Context: an optimization exercise on an open-source flow, tuned for small area, a short achievable clock period and few clock cycles. The choices shown serve that exercise and are no tape-out recipe. At most, simulation tests tie the RTL to the original design; equivalence was not proved. Power is estimated from default activity; no workload was simulated.

==> trial 96 <==
==> flow/design.v <==
module axi_bram2axis_amux #(
  parameter int W = 26
) (
  input  logic         sel,
  input  logic [W-1:0] c,
  input  logic [W-1:0] b,
  output logic [W-1:0] y
);
  assign y = b ^ (c & {W{sel}});
endmodule
module axi_bram2axis #(
  parameter int AXI_DATA_WIDTH      = 512,
  parameter int AXI_XFER_SIZE_WIDTH = 32,
  parameter int BRAM_ADDR_WIDTH     = 32,
  parameter int BRAM_DATA_WIDTH     = 512,
  parameter int BRAM_DELAY          = 2,
  parameter int FIFO_DEPTH          = BRAM_DELAY + 2
) (
  input  logic                           clk,
  input  logic                           rst,
  input  logic                           i_bs2a_start,
  output logic                           o_bs2a_done,
  input  logic [AXI_XFER_SIZE_WIDTH-1:0] i_bs2a_data_size_bytes,
  output logic                           o_bs2a_rden,
  output logic [BRAM_ADDR_WIDTH-1:0]     o_bs2a_rdaddr,
  input  logic [BRAM_DATA_WIDTH-1:0]     i_bs2a_rddata,
  output logic                           m_axis_tvalid,
  input  logic                           m_axis_tready,
  output logic [AXI_DATA_WIDTH-1:0]      m_axis_tdata,
  output logic                           m_axis_tlast
);
  localparam int NW = AXI_XFER_SIZE_WIDTH - 6;
  localparam int GW = 4;
  localparam int NG = (NW + GW - 1) / GW;
  logic          done_q;    
  logic          rden_q;    
  logic          vld_q;     
  logic          last_q;    
  logic [NG-1:0] en_q;      
  logic [NW-1:0] w_q;       
  logic [NW-1:0] rem_q;     
  logic [NW-1:0] n_in, nxt, cy, rem_dec, addr;
  logic          go, acc, vld_d, last_d, en_d;
  assign n_in = i_bs2a_data_size_bytes[AXI_XFER_SIZE_WIDTH-1:6];
  assign go   = i_bs2a_start && (n_in != '0);
  assign acc  = vld_q && m_axis_tready;
  assign vld_d  = rden_q && !done_q && !acc;
  assign last_d = vld_q ? last_q : (rem_q == NW'(1));
  assign en_d   = vld_d && !last_d;
  always_comb begin
    for (int i = 0; i < NW; i++) begin
      logic [NW-1:0] lo, glo;
      lo         = (NW'(1) << i) - NW'(1);
      glo        = lo & ~((NW'(1) << (i / GW * GW)) - NW'(1));
      cy[i]      = en_q[i / GW] && &(w_q | ~glo);
      rem_dec[i] = (&(~rem_q | ~lo)) ? ~rem_q[i] : rem_q[i];
    end
  end
  assign nxt = w_q ^ cy;
  axi_bram2axis_amux #(.W(NW)) u_amux (
    .sel(m_axis_tready), .c(cy), .b(w_q), .y(addr)
  );
  assign o_bs2a_rden   = !done_q;
  assign o_bs2a_rdaddr = BRAM_ADDR_WIDTH'(addr);
  assign o_bs2a_done   = done_q;
  assign m_axis_tvalid = vld_q;
  assign m_axis_tdata  = i_bs2a_rddata;
  assign m_axis_tlast  = last_q;
  always_ff @(posedge clk) begin
    if (rst) begin
      done_q <= 1'b1;
      rden_q <= 1'b0;
      vld_q  <= 1'b0;
      en_q   <= '0;
    end else begin
      rden_q <= o_bs2a_rden;
      vld_q  <= vld_d;
      for (int g = 0; g < NG; g++)
        en_q[g] <= en_d && &(w_q | ~((NW'(1) << (g * GW)) - NW'(1)));
      if (done_q) begin
        if (go) done_q <= 1'b0;
      end else if (acc && last_q) begin
        done_q <= 1'b1;
      end
    end
  end
  always_ff @(posedge clk) begin
    if (rst || done_q) w_q <= '0;
    else if (acc)      w_q <= nxt;
  end
  always_ff @(posedge clk) begin
    if (done_q)                rem_q <= n_in;
    else if (!vld_q && rden_q) rem_q <= rem_dec;
    last_q <= last_d;
  end
endmodule
==> flow/flow/run.sh <==
#!/bin/bash
# The standard layout, with three changes:
# - the port buffers are buf_2 cells instead of the resizer's default (a slow
#   delay cell);
# - the control ports are kept together on one stretch of the bottom edge
#   (flow/pins.tcl), next to the logic between them;
# - the clock tree is built without dummy loads.
set -euo pipefail
export BUFFER_PORTS_ARGS="-buffer_cell sky130_fd_sc_hd__buf_2"
export PRE_IO_PLACEMENT_TCL="$PWD/flow/pins.tcl"
export CTS_ARGS="-sink_clustering_enable -repair_clock_nets -sink_clustering_size 50 -sink_clustering_max_diameter 100 -buf_list sky130_fd_sc_hd__clkbuf_8 -dont_use_dummy_load"
bash standard.sh > standard.log 2>&1
==> flow/flow/pins.tcl <==
# Keep the control ports on one stretch of the bottom edge.
set_io_pin_constraint -region bottom:145-245 -pin_names [get_ports {
  clk rst i_bs2a_start i_bs2a_data_size_bytes* o_bs2a_done o_bs2a_rden
  o_bs2a_rdaddr* m_axis_tvalid m_axis_tready m_axis_tlast}]
==> flow/standard.sh <==
#!/bin/bash
# synth_recipe.tcl (not shown) runs the flow's synth.tcl, then flattens the netlist and writes it again
# the make line also repeats each setting of config.mk as NAME=value (left out here)
make -C /OpenROAD-flow-scripts/flow DESIGN_CONFIG=/design/flow/config.mk WORK_HOME=/design/flow/orfs CLKGATE_MAP_FILE= SYNTH_SCRIPT=/design/flow/synth_recipe.tcl "${@:-finish}"
==> flow/config.mk <==
export PLATFORM = sky130hd
export DESIGN_NAME = axi_bram2axis
export DESIGN_NICKNAME = axi_bram2axis
export VERILOG_FILES = /design/flow/design.v
export SDC_FILE = /design/flow/constraint.sdc
export NUM_CORES = 4
export LEC_CHECK = 0
export CAP_MARGIN = 20
export CORE_AREA = 5 5 385 385
export CTS_BUF_LIST = sky130_fd_sc_hd__clkbuf_8
export CTS_CLUSTER_DIAMETER = 100
export CTS_CLUSTER_SIZE = 50
export DIE_AREA = 0 0 390 390
export SETUP_SLACK_MARGIN = 2.2
export SLEW_MARGIN = 20
export SYNTH_HIERARCHICAL = 1
export SYNTH_MINIMUM_KEEP_SIZE = 0
==> flow/constraint.sdc <==
create_clock -name core_clock -period 5.0 [get_ports {clk}]
set_input_delay 1.0000 -clock core_clock [delete_from_list [all_inputs] [get_ports {clk}]]
set_output_delay 1.0000 -clock core_clock [all_outputs]
set_load 0.01 [all_outputs]
==> inputs of build 70, as changes to trial 96 <==
==> flow/design.v (replaced) <==
module axi_bram2axis #(
  parameter int AXI_DATA_WIDTH      = 512,
  parameter int AXI_XFER_SIZE_WIDTH = 32,
  parameter int BRAM_ADDR_WIDTH     = 32,
  parameter int BRAM_DATA_WIDTH     = 512,
  parameter int BRAM_DELAY          = 2,
  parameter int FIFO_DEPTH          = BRAM_DELAY + 2
) (
  input  logic                           clk,
  input  logic                           rst,
  input  logic                           i_bs2a_start,
  output logic                           o_bs2a_done,
  input  logic [AXI_XFER_SIZE_WIDTH-1:0] i_bs2a_data_size_bytes,
  output logic                           o_bs2a_rden,
  output logic [BRAM_ADDR_WIDTH-1:0]     o_bs2a_rdaddr,
  input  logic [BRAM_DATA_WIDTH-1:0]     i_bs2a_rddata,
  output logic                           m_axis_tvalid,
  input  logic                           m_axis_tready,
  output logic [AXI_DATA_WIDTH-1:0]      m_axis_tdata,
  output logic                           m_axis_tlast
);
  localparam int NW = AXI_XFER_SIZE_WIDTH - 6;
  logic          done_q;    
  logic          rden_q;    
  logic          vld_q;     
  logic          last_q;    
  logic [NW-1:0] w_q;       
  logic [NW-1:0] rem_q;     
  logic [NW-1:0] n_in;
  logic          acc, adv, go;
  assign n_in = i_bs2a_data_size_bytes[AXI_XFER_SIZE_WIDTH-1:6];
  assign go   = i_bs2a_start && (n_in != '0);
  assign acc  = vld_q && m_axis_tready;
  assign adv  = acc && !last_q;
  assign o_bs2a_rden   = !done_q || go;
  assign o_bs2a_rdaddr = BRAM_ADDR_WIDTH'(adv ? w_q + NW'(1) : w_q);
  assign o_bs2a_done   = done_q;
  assign m_axis_tvalid = vld_q;
  assign m_axis_tdata  = i_bs2a_rddata;
  assign m_axis_tlast  = last_q;
  always_ff @(posedge clk) begin
    if (rst) begin
      done_q <= 1'b1;
      rden_q <= 1'b0;
      vld_q  <= 1'b0;
      w_q    <= '0;
    end else begin
      rden_q <= o_bs2a_rden;
      vld_q  <= rden_q && !done_q && !acc;
      if (done_q) begin
        if (go) done_q <= 1'b0;
      end else if (acc) begin
        if (last_q) begin
          done_q <= 1'b1;
          w_q    <= '0;
        end else begin
          w_q <= w_q + NW'(1);
        end
      end
    end
  end
  always_ff @(posedge clk) begin
    if (done_q) begin
      rem_q  <= n_in;
      last_q <= (n_in == NW'(1));
    end else if (adv) begin
      rem_q  <= rem_q - NW'(1);
      last_q <= (rem_q == NW'(2));
    end
  end
endmodule
==> flow/run.sh (new file) <==
#!/bin/bash
# synth_recipe.tcl (not shown) runs the flow's synth.tcl, then flattens the netlist and writes it again
# the make line also repeats each setting of config.mk as NAME=value (left out here)
make -C /OpenROAD-flow-scripts/flow DESIGN_CONFIG=/design/flow/config.mk WORK_HOME=/design/flow/orfs CLKGATE_MAP_FILE= SYNTH_SCRIPT=/design/flow/synth_recipe.tcl finish
Settings changed: CORE_AREA 5 5 385 385 to default, CORE_MARGIN from default to 2, CORE_UTILIZATION from default to 40, CTS_BUF_LIST sky130_fd_sc_hd__clkbuf_8 to default, CTS_CLUSTER_DIAMETER 100 to default, CTS_CLUSTER_SIZE 50 to default, DIE_AREA 0 0 390 390 to default, SETUP_SLACK_MARGIN 2.2 to default, SYNTH_HIERARCHICAL 1 to default, SYNTH_MINIMUM_KEEP_SIZE 0 to default.
removed: flow/flow/run.sh
removed: flow/flow/pins.tcl
removed: flow/standard.sh
==> inputs of build 59, as changes to trial 96 <==
==> flow/design.v (replaced) <==
module axi_bram2axis #(
  parameter int AXI_DATA_WIDTH      = 512,
  parameter int AXI_XFER_SIZE_WIDTH = 32,
  parameter int BRAM_ADDR_WIDTH     = 32,
  parameter int BRAM_DATA_WIDTH     = 512,
  parameter int BRAM_DELAY          = 2,
  parameter int FIFO_DEPTH          = BRAM_DELAY + 2
) (
  input  logic                           clk,
  input  logic                           rst,
  input  logic                           i_bs2a_start,
  output logic                           o_bs2a_done,
  input  logic [AXI_XFER_SIZE_WIDTH-1:0] i_bs2a_data_size_bytes,
  output logic                           o_bs2a_rden,
  output logic [BRAM_ADDR_WIDTH-1:0]     o_bs2a_rdaddr,
  input  logic [BRAM_DATA_WIDTH-1:0]     i_bs2a_rddata,
  output logic                           m_axis_tvalid,
  input  logic                           m_axis_tready,
  output logic [AXI_DATA_WIDTH-1:0]      m_axis_tdata,
  output logic                           m_axis_tlast
);
  localparam int NW = AXI_XFER_SIZE_WIDTH - 6;
  logic          done_q;    
  logic          rden_q;    
  logic          vld_q;     
  logic          last_q;    
  logic [NW-1:0] w_q;       
  logic [NW-1:0] a_q;       
  logic [NW-1:0] rem_q;     
  logic [NW-1:0] n_in, w_inc, rem_dec;
  logic          go, acc;
  assign n_in = i_bs2a_data_size_bytes[AXI_XFER_SIZE_WIDTH-1:6];
  assign go   = i_bs2a_start && (n_in != '0);
  assign acc  = vld_q && m_axis_tready;
  always_comb begin
    for (int i = 0; i < NW; i++) begin
      logic [NW-1:0] lo;
      lo         = (NW'(1) << i) - NW'(1);
      w_inc[i]   = (&(w_q | ~lo))    ? ~w_q[i]   : w_q[i];
      rem_dec[i] = (&(~rem_q | ~lo)) ? ~rem_q[i] : rem_q[i];
    end
  end
  assign o_bs2a_rden   = !done_q;
  assign o_bs2a_rdaddr = BRAM_ADDR_WIDTH'(m_axis_tready ? a_q : w_q);
  assign o_bs2a_done   = done_q;
  assign m_axis_tvalid = vld_q;
  assign m_axis_tdata  = i_bs2a_rddata;
  assign m_axis_tlast  = last_q;
  always_ff @(posedge clk) begin
    if (rst) begin
      done_q <= 1'b1;
      rden_q <= 1'b0;
      vld_q  <= 1'b0;
    end else begin
      rden_q <= o_bs2a_rden;
      vld_q  <= rden_q && !done_q && !acc;
      if (done_q) begin
        if (go) done_q <= 1'b0;
      end else if (acc && last_q) begin
        done_q <= 1'b1;
      end
    end
  end
  always_ff @(posedge clk) begin
    if (rst || done_q) begin
      w_q <= '0;
      a_q <= '0;
    end else if (acc) begin
      if (!last_q) w_q <= a_q;
    end else if (!vld_q && rden_q) begin
      a_q <= (rem_q == NW'(1)) ? w_q : w_inc;
    end
  end
  always_ff @(posedge clk) begin
    if (done_q)               rem_q <= n_in;
    else if (acc && !last_q)  rem_q <= rem_dec;
    if (!vld_q) last_q <= (rem_q == NW'(1));
  end
endmodule
==> flow/flow/run.sh (replaced) <==
#!/bin/bash
# The standard layout, with two changes: the port buffers are buf_2 cells
# instead of the resizer's default (a slow delay cell), and the control ports
# are kept together on one stretch of the bottom edge (flow/pins.tcl), next to
# the logic between them. The data ports are placed freely as before.
set -euo pipefail
export BUFFER_PORTS_ARGS="-buffer_cell sky130_fd_sc_hd__buf_2"
export PRE_IO_PLACEMENT_TCL="$PWD/flow/pins.tcl"
bash standard.sh > standard.log 2>&1
Settings changed: SETUP_SLACK_MARGIN 2.2 to 2.5, SYNTH_HIERARCHICAL 1 to default, SYNTH_MINIMUM_KEEP_SIZE 0 to default.
==> summary of the runs <==
- Build 70 ended with an error in 3_2_place_iop with PPL-0024. Build 59 completed with no timing, DRC or antenna violations. Trial 96 completed with no timing, DRC or antenna violations.
- Of build 59 and trial 96, trial 96 has the higher hold slack (gap 33 ps).
- Sequential power: trial 96 is smaller than build 59 (21%).
- Of build 59 and trial 96, build 59 has the higher clock power (gap about 40%, measured against trial 96).
- Between trial 96 and build 59, the lower sequential cell count is in trial 96 (gap 19).
- Of trial 96 and build 59, build 59 has the higher area after synthesis (gap about 10%, measured against build 59).
- Final area: trial 96 is lower than build 59 (18%).
- Between trial 96 and build 59, the lower combinational power is in trial 96 (gap about 28%, measured against build 59).
- First-iteration DRC count: build 59 is smaller than trial 96 (about 14%).
- Against build 59, the total power of trial 96 is smaller by about 25%.
- Between build 59 and trial 96, the lower setup slack is in trial 96 (gap 160 ps).
Testbench counts of build 70, summed over its fixed seeds: cycles 13,371.
Testbench counts of build 59, summed over its fixed seeds: cycles 13,562.
For trial 96, only the layout was checked, not whether the RTL still works.

-- afterwards: timing with drivers on the ports --
In the flow no input, the clock included, has a driving cell. The finished layouts below were timed again as built, in two steps. Step 1 assumes that a clkbuf_16 drives the clock port and a buf_2 every other input. Step 2 also shifts input and output timing later by t, the mid clock arrival at the registers, as if the neighbouring blocks saw the same clock. a / b / c = ideal / step 1 / step 2; a / b = the first two.
run | shift t [ns] | setup WS [ns] | worst setup path after step 2 | slew at the worst register clock pin (ns) | worst slew at a driven data input, ns
trial 96 | 0.366 | 2.257 / 2.212 / 2.212 | input to output | 0.07 / 0.07 | 0.40
build 59 | 0.402 | 2.415 / 2.119 / 1.944 | input to register | 0.09 / 0.09 | 0.36
After both steps setup and hold are still met in every run listed. For build 59, which loses most, drivers alone change the setup slack by -0.296 ns; drivers and shift together by -0.471 ns.
